Context: an optimization exercise on an open-source flow, tuned for small area, a short achievable clock period and few clock cycles per item. The choices shown serve that exercise and are no tape-out recipe. Where RTL was checked, it was by simulation tests only, not by an equivalence proof against the original. Power is estimated from default activity; no workload was simulated.

==> flow/design.v <==
`default_nettype none
package sjfq_pkg;
    localparam int QUEUE_DEPTH = 16;
    localparam int CNT_W       = $clog2(QUEUE_DEPTH + 1);
    localparam int TAG_W       = 5;
    localparam int TIME_W      = 16;
    localparam int SUM_W       = 20;
    localparam int STATUS_W    = 2;
    localparam logic [TAG_W-1:0]    POS_MAX = {TAG_W{1'b1}};
    localparam logic [SUM_W-1:0]    SUM_MAX = {SUM_W{1'b1}};
    localparam logic [STATUS_W-1:0] STATUS_OK    = 2'd0;
    localparam logic [STATUS_W-1:0] STATUS_FULL  = 2'd1;
    localparam logic [STATUS_W-1:0] STATUS_EMPTY = 2'd2;
    localparam logic KIND_ENQ = 1'b0;
    localparam logic KIND_DEQ = 1'b1;
    typedef struct packed {
        logic load1;       
        logic load2;       
        logic exec;        
        logic exec_n;      
        logic out_load;    
        logic out_skid;    
        logic skid_load;   
    } sjfq_cmd_t;
    localparam int RES_W = STATUS_W + TAG_W + 1 + SUM_W + TIME_W + TAG_W;
endpackage
`default_nettype wire
`default_nettype none
import sjfq_pkg::*;
module sjfq_ctrl
(
    input  wire       aclk,
    input  wire       aresetn,
    input  wire       s_tvalid,
    output logic      s_tready,
    output logic      m_tvalid,
    input  wire       m_tready,
    output sjfq_pkg::sjfq_cmd_t cmd
);
    logic v1, v2, ov, sv, rdy;
    logic v1_n, v2_n, ov_n, sv_n;
    logic exec, load2, adv1, acc, out_free;
    assign s_tready = rdy;
    assign m_tvalid = ov;
    assign exec     = v2 & ~sv;           
    assign load2    = ~(v2 & sv);         
    assign adv1     = v1 & load2;
    assign acc      = s_tvalid & rdy;
    assign out_free = ~ov | m_tready;
    assign v1_n = acc | (v1 & ~adv1);
    assign v2_n = adv1 | (v2 & ~exec);
    assign ov_n = ~out_free | sv | exec;
    assign sv_n = ~out_free & (sv | exec);
    assign cmd.load1    = rdy;
    assign cmd.load2    = load2;
    assign cmd.exec     = exec;
    assign cmd.exec_n   = v2_n & ~sv_n;
    assign cmd.out_load = out_free;
    assign cmd.out_skid = sv;
    assign cmd.skid_load = ~sv;
    always_ff @(posedge aclk) begin
        if (!aresetn) begin
            v1  <= 1'b0;
            v2  <= 1'b0;
            ov  <= 1'b0;
            sv  <= 1'b0;
            rdy <= 1'b1;
        end else begin
            v1  <= v1_n;
            v2  <= v2_n;
            ov  <= ov_n;
            sv  <= sv_n;
            rdy <= ~v1_n | ~v2_n | ~sv_n;
        end
    end
endmodule
`default_nettype wire
`default_nettype none
import sjfq_pkg::*;
module sjfq_dp
(
    input  wire                 aclk,
    input  wire                 aresetn,
    input  sjfq_pkg::sjfq_cmd_t cmd,
    input  wire                 in_kind,
    input  wire  [TIME_W-1:0]   in_time,
    output logic [RES_W-1:0]    res
);
    localparam int N      = QUEUE_DEPTH;
    localparam int STAG_W = 4;
    logic              k1;
    logic [TIME_W-1:0] t1;
    logic              k2;
    logic [TIME_W-1:0] t2;
    logic [N-1:0]      c2;        
    logic              ca2;       
    logic              la_ins;    
    logic [N-1:0]      la_keep;   
    logic              la_deq;    
    logic [TIME_W-1:0] st [N];
    logic [STAG_W-1:0] sg [N];
    logic [CNT_W-1:0]  count;
    logic [SUM_W-1:0]  total;     
    logic              tsat;
    logic [TAG_W-1:0]  pos;
    logic [RES_W-1:0]  out_r, skid_r, res_n;
    logic [N-1:0]      cmp, kb;
    logic              cmp_a;
    logic              full, empty, ins, deq;
    function automatic logic le16(input logic [TIME_W-1:0] a, input logic [TIME_W-1:0] b);
        logic [TIME_W-1:0] g, l;
        g = a & ~b;
        l = ~a & b;
        for (int w = 1; w < TIME_W; w = w * 2) begin
            for (int j = 0; j + w < TIME_W; j = j + 2 * w) begin
                g[j] = g[j + w] | (~l[j + w] & g[j]);
                l[j] = l[j + w] | (~g[j + w] & l[j]);
            end
        end
        le16 = ~g[0];
    endfunction
    always_ff @(posedge aclk) begin
        if (cmd.load1) begin
            k1 <= in_kind;
            t1 <= in_time;
        end
    end
    always_comb begin
        for (int i = 0; i < N; i++) begin
            cmp[i] = (CNT_W'(i) < count) && le16(st[i], t1);
        end
    end
    assign cmp_a = le16(t2, t1);
    always_comb begin
        for (int i = 0; i < N; i++) begin
            if (la_ins) begin
                if (la_keep[i])
                    kb[i] = c2[i];
                else if (i == 0 || la_keep[(i == 0) ? 0 : i - 1])
                    kb[i] = ca2;
                else
                    kb[i] = c2[(i == 0) ? 0 : i - 1];
            end else if (la_deq) begin
                kb[i] = (i == N - 1) ? 1'b0 : c2[(i == N - 1) ? i : i + 1];
            end else begin
                kb[i] = c2[i];
            end
        end
    end
    assign full  = (count == CNT_W'(N));
    assign empty = (count == '0);
    logic              do_ins, do_deq, k2_n;
    logic [CNT_W-1:0]  count_n;
    assign ins  = do_ins;
    assign deq  = do_deq;
    assign k2_n = cmd.load2 ? k1 : k2;
    always_ff @(posedge aclk) begin
        if (!aresetn) begin
            do_ins <= 1'b0;
            do_deq <= 1'b0;
        end else begin
            do_ins <= cmd.exec_n && (k2_n == KIND_ENQ) && (count_n != CNT_W'(N));
            do_deq <= cmd.exec_n && (k2_n == KIND_DEQ) && (count_n != '0);
        end
    end
    always_ff @(posedge aclk) begin
        if (cmd.load2) begin
            k2      <= k1;
            t2      <= t1;
            c2      <= cmp;
            ca2     <= cmp_a;
            la_ins  <= ins;
            la_keep <= kb;
            la_deq  <= deq;
        end
    end
    localparam int SLOT_W = STAG_W + TIME_W;
    logic [SLOT_W-1:0] sl [N];
    logic [SLOT_W-1:0] sl_n [N];
    logic [SLOT_W-1:0] sl_new;
    logic [N-1:0]      s_hold, s_prev, s_next, s_new;
    assign sl_new = {count[STAG_W-1:0], t2};
    always_comb begin
        for (int i = 0; i < N; i++) begin
            s_next[i] = deq && (i < N - 1);
            s_new[i]  = ins && !kb[i] && (i == 0 || kb[(i == 0) ? 0 : i - 1]);
            s_prev[i] = ins && (i > 0) && !kb[(i == 0) ? 0 : i - 1];
            s_hold[i] = !s_next[i] && !(ins && !kb[i]);
        end
        for (int i = 0; i < N; i++) begin
            sl_n[i] = ({SLOT_W{s_hold[i]}} & sl[i])
                    | ({SLOT_W{s_new[i]}}  & sl_new)
                    | ({SLOT_W{s_prev[i]}} & sl[(i == 0) ? 0 : i - 1])
                    | ({SLOT_W{s_next[i]}} & sl[(i == N - 1) ? i : i + 1]);
        end
    end
    always_ff @(posedge aclk) begin
        for (int i = 0; i < N; i++) begin
            sl[i] <= sl_n[i];
        end
    end
    always_comb begin
        for (int i = 0; i < N; i++) begin
            st[i] = sl[i][TIME_W-1:0];
            sg[i] = sl[i][SLOT_W-1:TIME_W];
        end
    end
    logic [SUM_W-1:0]  ut;        
    logic              usat;
    logic [SUM_W:0]    u_deq, u_ins;
    logic [SUM_W-1:0]  sum;
    logic              late;
    logic [TAG_W-1:0]  cnt_inc, cnt_dec, head_tag;
    assign u_deq    = {1'b0, ut} + (SUM_W+1)'(st[1]);
    assign u_ins    = {1'b0, total} + (SUM_W+1)'(t2);
    assign sum      = usat ? SUM_MAX : ut;
    assign late     = pos[TAG_W-1] || (sg[0] < pos[STAG_W-1:0]);
    assign cnt_inc  = TAG_W'(count) + TAG_W'(1);
    assign cnt_dec  = TAG_W'(count) - TAG_W'(1);
    assign head_tag = TAG_W'(sg[0]) + TAG_W'(1);
    always_comb begin
        if (k2 == KIND_ENQ) begin
            if (full)
                res_n = {STATUS_FULL, TAG_W'(N), 1'b0, SUM_W'(0), TIME_W'(0), TAG_W'(0)};
            else
                res_n = {STATUS_OK, cnt_inc, 1'b0, SUM_W'(0), TIME_W'(0), cnt_inc};
        end else begin
            if (empty)
                res_n = {STATUS_EMPTY, TAG_W'(0), 1'b0, SUM_W'(0), TIME_W'(0), TAG_W'(0)};
            else
                res_n = {STATUS_OK, cnt_dec, late, sum, st[0], head_tag};
        end
    end
    always_ff @(posedge aclk) begin
        if (cmd.skid_load) skid_r <= res_n;
        if (cmd.out_load)  out_r  <= cmd.out_skid ? skid_r : res_n;
    end
    assign res = out_r;
    always_comb begin
        count_n = count;
        if (ins) count_n = count + CNT_W'(1);
        if (deq) count_n = count - CNT_W'(1);
    end
    always_ff @(posedge aclk) begin
        if (!aresetn) begin
            count <= '0;
            total <= '0;
            tsat  <= 1'b0;
            ut    <= '0;
            usat  <= 1'b0;
            pos   <= '0;
        end else begin
            count <= count_n;
            if (deq) begin
                if (count == CNT_W'(1)) begin
                    total <= '0;
                    tsat  <= 1'b0;
                    ut    <= '0;
                    usat  <= 1'b0;
                    pos   <= '0;
                end else begin
                    total <= ut;
                    tsat  <= usat;
                    ut    <= u_deq[SUM_W-1:0];
                    usat  <= usat || u_deq[SUM_W];
                    pos   <= (pos == POS_MAX) ? pos : pos + TAG_W'(1);
                end
            end else if (s_new[0]) begin
                ut   <= u_ins[SUM_W-1:0];
                usat <= tsat || u_ins[SUM_W];
            end
        end
    end
endmodule
`default_nettype wire
`default_nettype none
import sjfq_pkg::*;
module shortest_job_first_queue_top
(
    input  wire         aclk,
    input  wire         aresetn,
    input  wire         s_tvalid,
    output logic        s_tready,
    input  wire  [15:0] s_tdata,    
    input  wire  [0:0]  s_tuser,    
    output logic        m_tvalid,
    input  wire         m_tready,
    output logic [47:0] m_tdata,    
    output logic [1:0]  m_tuser     
);
    sjfq_pkg::sjfq_cmd_t cmd;
    logic [RES_W-1:0]    res;
    sjfq_ctrl u_ctrl (
        .aclk     (aclk),
        .aresetn  (aresetn),
        .s_tvalid (s_tvalid),
        .s_tready (s_tready),
        .m_tvalid (m_tvalid),
        .m_tready (m_tready),
        .cmd      (cmd)
    );
    sjfq_dp u_dp (
        .aclk     (aclk),
        .aresetn  (aresetn),
        .cmd      (cmd),
        .in_kind  (s_tuser[0]),
        .in_time  (s_tdata[TIME_W-1:0]),
        .res      (res)
    );
    assign m_tdata = {1'b0, res[RES_W-3:0]};
    assign m_tuser = res[RES_W-1:RES_W-2];
endmodule
`default_nettype wire
make LEC_CHECK=0 ABC_AREA=1 CAP_MARGIN=20 CORE_MARGIN=2 CORE_UTILIZATION=40 SETUP_SLACK_MARGIN=2.0 SLEW_MARGIN=20 finish   # period 4.0 ns
run.sh (not shown) runs the stock make flow with config.mk's settings and CLKGATE_MAP_FILE= SYNTH_SCRIPT=/design/flow/synth_recipe.tcl, a recipe that flattens the netlist after the stock synthesis.
Testbench counts at the start, summed over its fixed seeds: cycles 12,024, items 12,000.
Edit:
--- a/flow/design.v
+++ b/flow/design.v
@@ -91,21 +91,17 @@
     logic              k1;
     logic [TIME_W-1:0] t1;
     logic              k2;
     logic [TIME_W-1:0] t2;
-    logic [N-1:0]      c2;        
-    logic              ca2;       
-    logic              la_ins;    
-    logic [N-1:0]      la_keep;   
-    logic              la_deq;    
+    logic [N-1:0]      kb;
     logic [TIME_W-1:0] st [N];
     logic [STAG_W-1:0] sg [N];
     logic [CNT_W-1:0]  count;
     logic [SUM_W-1:0]  total;     
     logic              tsat;
     logic [TAG_W-1:0]  pos;
     logic [RES_W-1:0]  out_r, skid_r, res_n;
-    logic [N-1:0]      cmp, kb;
+    logic [N-1:0]      cmp, kb_n;
     logic              cmp_a;
     logic              full, empty, ins, deq;
     function automatic logic le16(input logic [TIME_W-1:0] a, input logic [TIME_W-1:0] b);
         logic [TIME_W-1:0] g, l;
@@ -132,19 +128,19 @@
     end
     assign cmp_a = le16(t2, t1);
     always_comb begin
         for (int i = 0; i < N; i++) begin
-            if (la_ins) begin
-                if (la_keep[i])
-                    kb[i] = c2[i];
-                else if (i == 0 || la_keep[(i == 0) ? 0 : i - 1])
-                    kb[i] = ca2;
+            if (ins) begin
+                if (kb[i])
+                    kb_n[i] = cmp[i];
+                else if (i == 0 || kb[(i == 0) ? 0 : i - 1])
+                    kb_n[i] = cmp_a;
                 else
-                    kb[i] = c2[(i == 0) ? 0 : i - 1];
-            end else if (la_deq) begin
-                kb[i] = (i == N - 1) ? 1'b0 : c2[(i == N - 1) ? i : i + 1];
+                    kb_n[i] = cmp[(i == 0) ? 0 : i - 1];
+            end else if (deq) begin
+                kb_n[i] = (i == N - 1) ? 1'b0 : cmp[(i == N - 1) ? i : i + 1];
             end else begin
-                kb[i] = c2[i];
+                kb_n[i] = cmp[i];
             end
         end
     end
     assign full  = (count == CNT_W'(N));
@@ -166,13 +162,9 @@
     always_ff @(posedge aclk) begin
         if (cmd.load2) begin
             k2      <= k1;
             t2      <= t1;
-            c2      <= cmp;
-            ca2     <= cmp_a;
-            la_ins  <= ins;
-            la_keep <= kb;
-            la_deq  <= deq;
+            kb      <= kb_n;
         end
     end
     localparam int SLOT_W = STAG_W + TIME_W;
     logic [SLOT_W-1:0] sl [N];
Outcome: The changed run completed without violations; area after synthesis falls by about 1.6%; cell count falls by 2.0%; non-clock buffer count falls by 70; fmax falls by 2.2%; setup slack gets worse by 0.048 ns; via count falls by 3.3%; flip-flop and latch count falls by 19; power rises by 1.2%; count of clock-buffer cells in the layout falls by 1.
The RTL of the second run of this note was laid out without a check of its function.

[what the ideal ports hide]
How much do the figures lean on ideal ports? The routed layouts below were timed once more, with nothing changed but the port constraints.
Step 1: set_driving_cell puts a clkbuf_16 on aclk and a buf_2 on each other input, an assumption about the parent block.
Step 2 adds t to the input delays and takes it off the output delays; t is the mean of the earliest and latest rising clock arrival at the registers after step 1. Input paths then give back, and output paths get back, about the clock's delay inside the block.
a / b / c = no drivers / after step 1 / after step 2; a / b = the first two.
run	shift t [ns]	setup WS [ns]	worst setup path at the end	worst register clock-pin slew, ns
the first run	0.673	1.869 / 1.869 / 1.513	input to register	0.07 / 0.07
the second run	0.703	1.821 / 1.821 / 1.487	input to register	0.07 / 0.07
After both steps every run listed still meets setup and hold. For the first run, which loses most, drivers alone change the setup slack by 0.000 ns; drivers and shift together by -0.356 ns.
